What follows belongs to an exercise in optimizing a design on an open flow for small area; a production flow would make more cautious choices.
Function was checked by simulation only, so behaviour that the tests miss may differ from the original.
Power and IR drop assume default switching activity.

Setup of run A:
==> flow/design.v <==
package dtc_link_pkg;
   typedef struct packed {
      logic [1:0]  k;       
      logic [15:0] data;
   } link_word_t;
   localparam logic [1:0] K_IDLE = 2'b11;    
   localparam logic [1:0] K_CMD  = 2'b10;    
   localparam logic [1:0] K_DATA = 2'b00;    
   localparam logic [15:0] COMMA = 16'hBC3C;    
   localparam int PKT_WORDS     = 10;
   localparam int PAYLOAD_WORDS = 8;
   localparam logic [15:0] CRC_POLY = 16'h1021;
   localparam logic [15:0] CRC_INIT = 16'hFFFF;
endpackage
package dtc_req_pkg;
   typedef enum logic [3:0] {
      DCS_REQ   = 4'd0,
      HEARTBEAT = 4'd1,
      DATA_REQ  = 4'd2
   } pkt_kind_t;
   localparam int OP_W = 6;
   typedef logic [OP_W-1:0] op_t;
   localparam op_t OP_SINGLE_RD = 6'd0;
   localparam op_t OP_SINGLE_WR = 6'd1;
   localparam int TAG_W = 48;
   typedef logic [TAG_W-1:0] tag_t;
   localparam logic [7:0]  HDR_K_BASE = 8'h1C;     
   localparam logic [15:0] DMA_COUNT  = 16'h0010;  
   localparam logic [7:0]  VALID_BIT  = 8'h80;     
   typedef logic [2:0] ring_cnt_t;    
endpackage
`timescale 1ns/1ps
module dtc_crc16 (
   input  logic [15:0] crc_in,
   input  logic [15:0] data,
   output logic [15:0] crc_out
);
   always_comb
   begin
      crc_out = crc_in;
      for (int i = 15; i >= 0; i--)
      begin
         if (crc_out[15] ^ data[i])
            crc_out = {crc_out[14:0], 1'b0} ^ dtc_link_pkg::CRC_POLY;
         else
            crc_out = {crc_out[14:0], 1'b0};
      end
   end
endmodule
`timescale 1ns/1ps
module dtc_sim_top (
   input  logic        serdes_clk,
   input  logic        serdes_resetn,
   input  logic        marker_on,
   input  logic        start,
   input  logic        cfo_emul_en,
   input  logic [3:0]  packet_type,    
   input  logic [5:0]  op_code,        
   input  logic [15:0] addr,
   input  logic [15:0] wdata,
   input  logic [47:0] event_window_tag,
   input  logic [47:0] event_window_offset,
   input  logic [31:0] event_mode,
   input  logic [7:0]  rf_marker,
   input  logic        on_spill,
   input  logic        datareq_last_word,
   output logic [15:0] tx_data,
   output logic [1:0]  tx_k
);
   logic        last_d1, last_d2, first_start;
   logic [47:0] evt_tag, evt_next, tag_base;
   logic        sel_off, sel_win, tag_inc;
   logic [47:0] tag_c;    
   logic [5:0]  tag_bc;   
   assign sel_off  = first_start & cfo_emul_en;
   assign sel_win  = ~sel_off & (first_start | (start & ~cfo_emul_en));
   assign tag_inc  = sel_off | (~sel_win & last_d1 & ~last_d2);
   assign tag_base = sel_off ? event_window_offset : (sel_win ? event_window_tag : evt_tag);
   always_comb
   begin
      tag_bc[0] = tag_inc;
      for (int k = 1; k < 6; k++)
         tag_bc[k] = tag_bc[k-1] & (&tag_base[8*k-8 +: 8]);
      for (int k = 0; k < 6; k++)
      begin
         tag_c[8*k] = tag_bc[k];
         for (int j = 1; j < 8; j++)
            tag_c[8*k+j] = tag_c[8*k+j-1] & tag_base[8*k+j-1];
      end
   end
   assign evt_next = tag_base ^ tag_c;
   always_ff @(posedge serdes_clk or negedge serdes_resetn)
   begin
      if (!serdes_resetn)
      begin
         last_d1     <= 1'b0;
         first_start <= 1'b1;
      end
      else
      begin
         last_d1 <= datareq_last_word;
         if (start & cfo_emul_en)
            first_start <= 1'b0;
      end
   end
   always_ff @(posedge serdes_clk)
   begin
      last_d2 <= last_d1;
      evt_tag <= evt_next;
   end
   logic [3:0] wcnt;         
   logic [2:0] s_v;          
   logic       burst;
   logic [3:0] bcnt;
   logic       rd_en, accept, room, full;
   assign rd_en  = burst & ~marker_on;
   assign room   = !(s_v[0] && s_v[1] && s_v[2]) || (bcnt == 4'd7 && rd_en);
   assign accept = start && room;
   assign full   = s_v[0] && (wcnt == 4'd0 || s_v[1])
                || s_v[1] && (wcnt == 4'd0 || s_v[2])
                || s_v[2] && (wcnt == 4'd0 || s_v[0]);
   always_ff @(posedge serdes_clk or negedge serdes_resetn)
   begin
      if (!serdes_resetn)
      begin
         wcnt  <= '0;
         burst <= 1'b0;
         bcnt  <= '0;
      end
      else
      begin
         if (accept)
            wcnt <= 4'd11;
         else if (wcnt != 4'd0)
            wcnt <= wcnt - 1'b1;
         if (!burst && full)
            burst <= 1'b1;
         else if (rd_en)
         begin
            bcnt <= bcnt + 1'b1;
            if (bcnt == 4'd9)
            begin
               burst <= 1'b0;
               bcnt  <= '0;
            end
         end
      end
   end
   logic        s_hb [3];
   logic [79:0] s_w  [3];
   logic [8:0]  s_p7 [3];
   logic        vac0, mv01, mv12;
   logic [2:0]  ring;
   logic [8:0]  tail;           
   logic        in_hb;
   logic [79:0] in_w;
   assign in_hb = (packet_type == 4'd1);
   always_comb
   begin
      in_w = '0;
      case (packet_type)
         4'd0: in_w[47:0] = {((op_code == 6'd1) ? wdata : 16'h0000), addr, 10'b0, op_code};
         4'd1: in_w[47:0] = event_window_tag;
         4'd2: in_w[47:0] = evt_next;
         default: ;
      endcase
      in_w[79:48] = event_mode;
      if (!in_hb)
         in_w[51:48] = packet_type;
   end
   assign vac0 = rd_en && (bcnt == 4'd7);
   assign mv01 = s_v[1] && (!s_v[0] || vac0);
   assign mv12 = s_v[2] && (!s_v[1] || mv01);
   always_ff @(posedge serdes_clk)
   begin
      if (mv01)
      begin
         s_hb[0] <= s_hb[1];
         s_w[0]  <= s_w[1];
         s_p7[0] <= s_p7[1];
      end
      if (mv12)
      begin
         s_hb[1] <= s_hb[2];
         s_w[1]  <= s_w[2];
         s_p7[1] <= s_p7[2];
      end
      if (accept)
      begin
         s_hb[2] <= in_hb;
         s_w[2]  <= {in_w[79:48], ~in_w[47:0]};    
         s_p7[2] <= {rf_marker, on_spill};
      end
   end
   logic [9:0]       pos;        
   logic [3:0]       r_kind;
   logic             r_hb;
   logic [15:0]      rd_data, crc, crc_step;
   logic [1:0]       rd_k;
   always_comb
   begin
      for (int j = 0; j < 10; j++)
         pos[j] = (bcnt == 4'(j));
   end
   assign r_hb   = s_hb[0];
   assign r_kind = r_hb ? 4'd1 : s_w[0][51:48];
   always_comb
   begin
      rd_k    = pos[0] ? dtc_link_pkg::K_CMD : dtc_link_pkg::K_DATA;
      rd_data = ({16{pos[0]}} & {dtc_req_pkg::HDR_K_BASE, ring, 1'b0, r_kind})
              | ({16{pos[1]}} & dtc_req_pkg::DMA_COUNT)
              | ({16{pos[2]}} & {dtc_req_pkg::VALID_BIT, r_kind, 4'h0})
              | ({16{pos[3]}} & ~s_w[0][15:0])
              | ({16{pos[4]}} & ~s_w[0][31:16])
              | ({16{pos[5]}} & ~s_w[0][47:32])
              | ({16{pos[6] & r_hb}} & s_w[0][63:48])
              | ({16{pos[7] & r_hb}} & s_w[0][79:64])
              | ({16{pos[8]}} & {tail[8:1], 7'b0, tail[0]})
              | ({16{pos[9]}} & crc);
   end
   dtc_crc16 u_crc (
      .crc_in  (crc),
      .data    (rd_data),
      .crc_out (crc_step)
   );
   always_ff @(posedge serdes_clk)
   begin
      if (rd_en)
      begin
         if (bcnt == 4'd0)
            crc <= 16'h0F3E;    
         else if (bcnt != 4'd1 && bcnt != 4'd9)
            crc <= crc_step;
         if (bcnt == 4'd7)
            tail <= r_hb ? s_p7[0] : 9'h000;
      end
   end
   always_ff @(posedge serdes_clk or negedge serdes_resetn)
   begin
      if (!serdes_resetn)
      begin
         s_v     <= '0;
         ring    <= '0;
         tx_data <= dtc_link_pkg::COMMA;
         tx_k    <= dtc_link_pkg::K_IDLE;
      end
      else
      begin
         s_v[0] <= (s_v[0] && !vac0) || mv01;
         s_v[1] <= (s_v[1] && !mv01) || mv12;
         s_v[2] <= (s_v[2] && !mv12) || accept;
         if (rd_en && bcnt == 4'd9)
            ring <= ring + 1'b1;
         if (rd_en)
         begin
            tx_data <= rd_data;
            tx_k    <= rd_k;
         end
         else
         begin
            tx_data <= dtc_link_pkg::COMMA;
            tx_k    <= dtc_link_pkg::K_IDLE;
         end
      end
   end
endmodule
export LEC_CHECK = 0
export CAP_MARGIN = 20
export CORE_MARGIN = 2
export CORE_UTILIZATION = 40
export CTS_BUF_LIST = sky130_fd_sc_hd__clkbuf_16
export CTS_CLUSTER_DIAMETER = 100
export CTS_CLUSTER_SIZE = 25
export PLACE_DENSITY = 0.6
export SLEW_MARGIN = 20
create_clock -name core_clock -period 7.0 [get_ports {serdes_clk}]
standard.sh (not shown) runs the stock make flow with config.mk's settings and CLKGATE_MAP_FILE= SYNTH_SCRIPT=/design/flow/synth_recipe.tcl, a recipe that flattens the netlist after the stock synthesis.
==> flow/flow/run.sh <==
#!/bin/bash
set -uo pipefail
W=$(pwd)
rm -rf "$W/orfs_scripts"
cp -r "$FLOW_HOME/scripts" "$W/orfs_scripts"
cp "$W/flow/abc_map.script" "$W/orfs_scripts/abc_speed.script"
export BUFFER_PORTS_ARGS="-buffer_cell sky130_fd_sc_hd__buf_1"
SCRIPTS_DIR="$W/orfs_scripts" bash "$W/standard.sh" synth > "$W/flow_synth.log" 2>&1 || { tail -50 "$W/flow_synth.log"; exit 1; }
bash "$W/standard.sh" > "$W/flow_layout.log" 2>&1 || { tail -50 "$W/flow_layout.log"; exit 1; }
==> flow/flow/abc_map.script <==
strash
ifraig
scorr
dc2
resub -K 8
dc2
dch -f
amap -F 4 -A 4
strash
dch -f
amap -F 4 -A 4
topo
stime -c
buffer -c
upsize -c
dnsize -c
Run A: all stages complete, timing, DRC and antenna checks passed
Inputs modified between run A and run B:
diff --git a/flow/design.v b/flow/design.v
--- a/flow/design.v
+++ b/flow/design.v
@@ -195,9 +195,8 @@
    logic [9:0]       pos;        
    logic [3:0]       r_kind;
    logic             r_hb;
    logic [15:0]      rd_data, crc, crc_step;
-   logic [1:0]       rd_k;
    always_comb
    begin
       for (int j = 0; j < 10; j++)
          pos[j] = (bcnt == 4'(j));
@@ -205,9 +204,8 @@
    assign r_hb   = s_hb[0];
    assign r_kind = r_hb ? 4'd1 : s_w[0][51:48];
    always_comb
    begin
-      rd_k    = pos[0] ? dtc_link_pkg::K_CMD : dtc_link_pkg::K_DATA;
       rd_data = ({16{pos[0]}} & {dtc_req_pkg::HDR_K_BASE, ring, 1'b0, r_kind})
               | ({16{pos[1]}} & dtc_req_pkg::DMA_COUNT)
               | ({16{pos[2]}} & {dtc_req_pkg::VALID_BIT, r_kind, 4'h0})
               | ({16{pos[3]}} & ~s_w[0][15:0])
@@ -234,33 +232,33 @@
          if (bcnt == 4'd7)
             tail <= r_hb ? s_p7[0] : 9'h000;
       end
    end
+   logic        tx_valid;    
+   logic        tx_hdr;      
+   logic [15:0] tx_word;
+   assign tx_data = tx_valid ? tx_word : dtc_link_pkg::COMMA;
+   assign tx_k    = tx_valid ? {tx_hdr, 1'b0} : dtc_link_pkg::K_IDLE;
+   always_ff @(posedge serdes_clk)
+   begin
+      tx_word <= rd_data;
+      tx_hdr  <= pos[0];
+   end
    always_ff @(posedge serdes_clk or negedge serdes_resetn)
    begin
       if (!serdes_resetn)
       begin
-         s_v     <= '0;
-         ring    <= '0;
-         tx_data <= dtc_link_pkg::COMMA;
-         tx_k    <= dtc_link_pkg::K_IDLE;
+         s_v      <= '0;
+         ring     <= '0;
+         tx_valid <= 1'b0;
       end
       else
       begin
          s_v[0] <= (s_v[0] && !vac0) || mv01;
          s_v[1] <= (s_v[1] && !mv01) || mv12;
          s_v[2] <= (s_v[2] && !mv12) || accept;
          if (rd_en && bcnt == 4'd9)
             ring <= ring + 1'b1;
-         if (rd_en)
-         begin
-            tx_data <= rd_data;
-            tx_k    <= rd_k;
-         end
-         else
-         begin
-            tx_data <= dtc_link_pkg::COMMA;
-            tx_k    <= dtc_link_pkg::K_IDLE;
-         end
+         tx_valid <= rd_en;
       end
    end
 endmodule
- Peak ir drop on the vdd network, run B vs run A: down by more than a quarter
- Diff run A -> run B: footprint of the multi-input gates shows an increase of 110 um2; basic-gate share of the synthesized area counting and, or, nand and nor cells shows an increase of 0.63 points.
- On final wirelength, run A and run B are neck and neck.
- Synthesized area across run A and run B: no real change.
- Between run A and run B, the combinational power figures differ only marginally.
- Summary: with run A as the reference, total power in run B moved down slightly.
- Diff run A and run B: post-route minimum period higher in run B
- Measured against each other, run A and run B differ in transition at the pin with the smallest max-transition slack, the lower figure coming from run A.
- Routed length on met3 (higher): run A
- Comparing run A and run B, the higher length in cells of the worst reg-to-reg path is on run A.

==> re-timing with driven ports <==
The flow's constraints put no driver on any port. The routed layouts listed below were extracted and timed again, unchanged, in two steps.
Step 1 (the two cells are an assumption about what drives the block):
set clk [get_ports {serdes_clk}]
set_driving_cell -lib_cell sky130_fd_sc_hd__clkbuf_16 $clk
set_driving_cell -lib_cell sky130_fd_sc_hd__buf_2 [delete_from_list [all_inputs] $clk]
Step 2 times the ports against the registers' clock, not the clock port: input delays grow and output delays shrink by t, the midpoint of the rising clock arrivals with the driver on.
a / b / c = ideal / step 1 / step 2; a / b = the first two.
run	shift t [ns]	setup WS [ns]	worst setup path after step 2	clock arrival spread, ns
run A	0.589	1.453 / 1.462 / 0.873	input to register	0.033 / 0.033
run B	0.569	1.405 / 1.414 / 0.845	input to register	0.044 / 0.045
After both steps every run listed still meets setup and hold. For run A, which loses most, drivers alone change the setup slack by +0.009 ns; drivers and shift together by -0.580 ns.
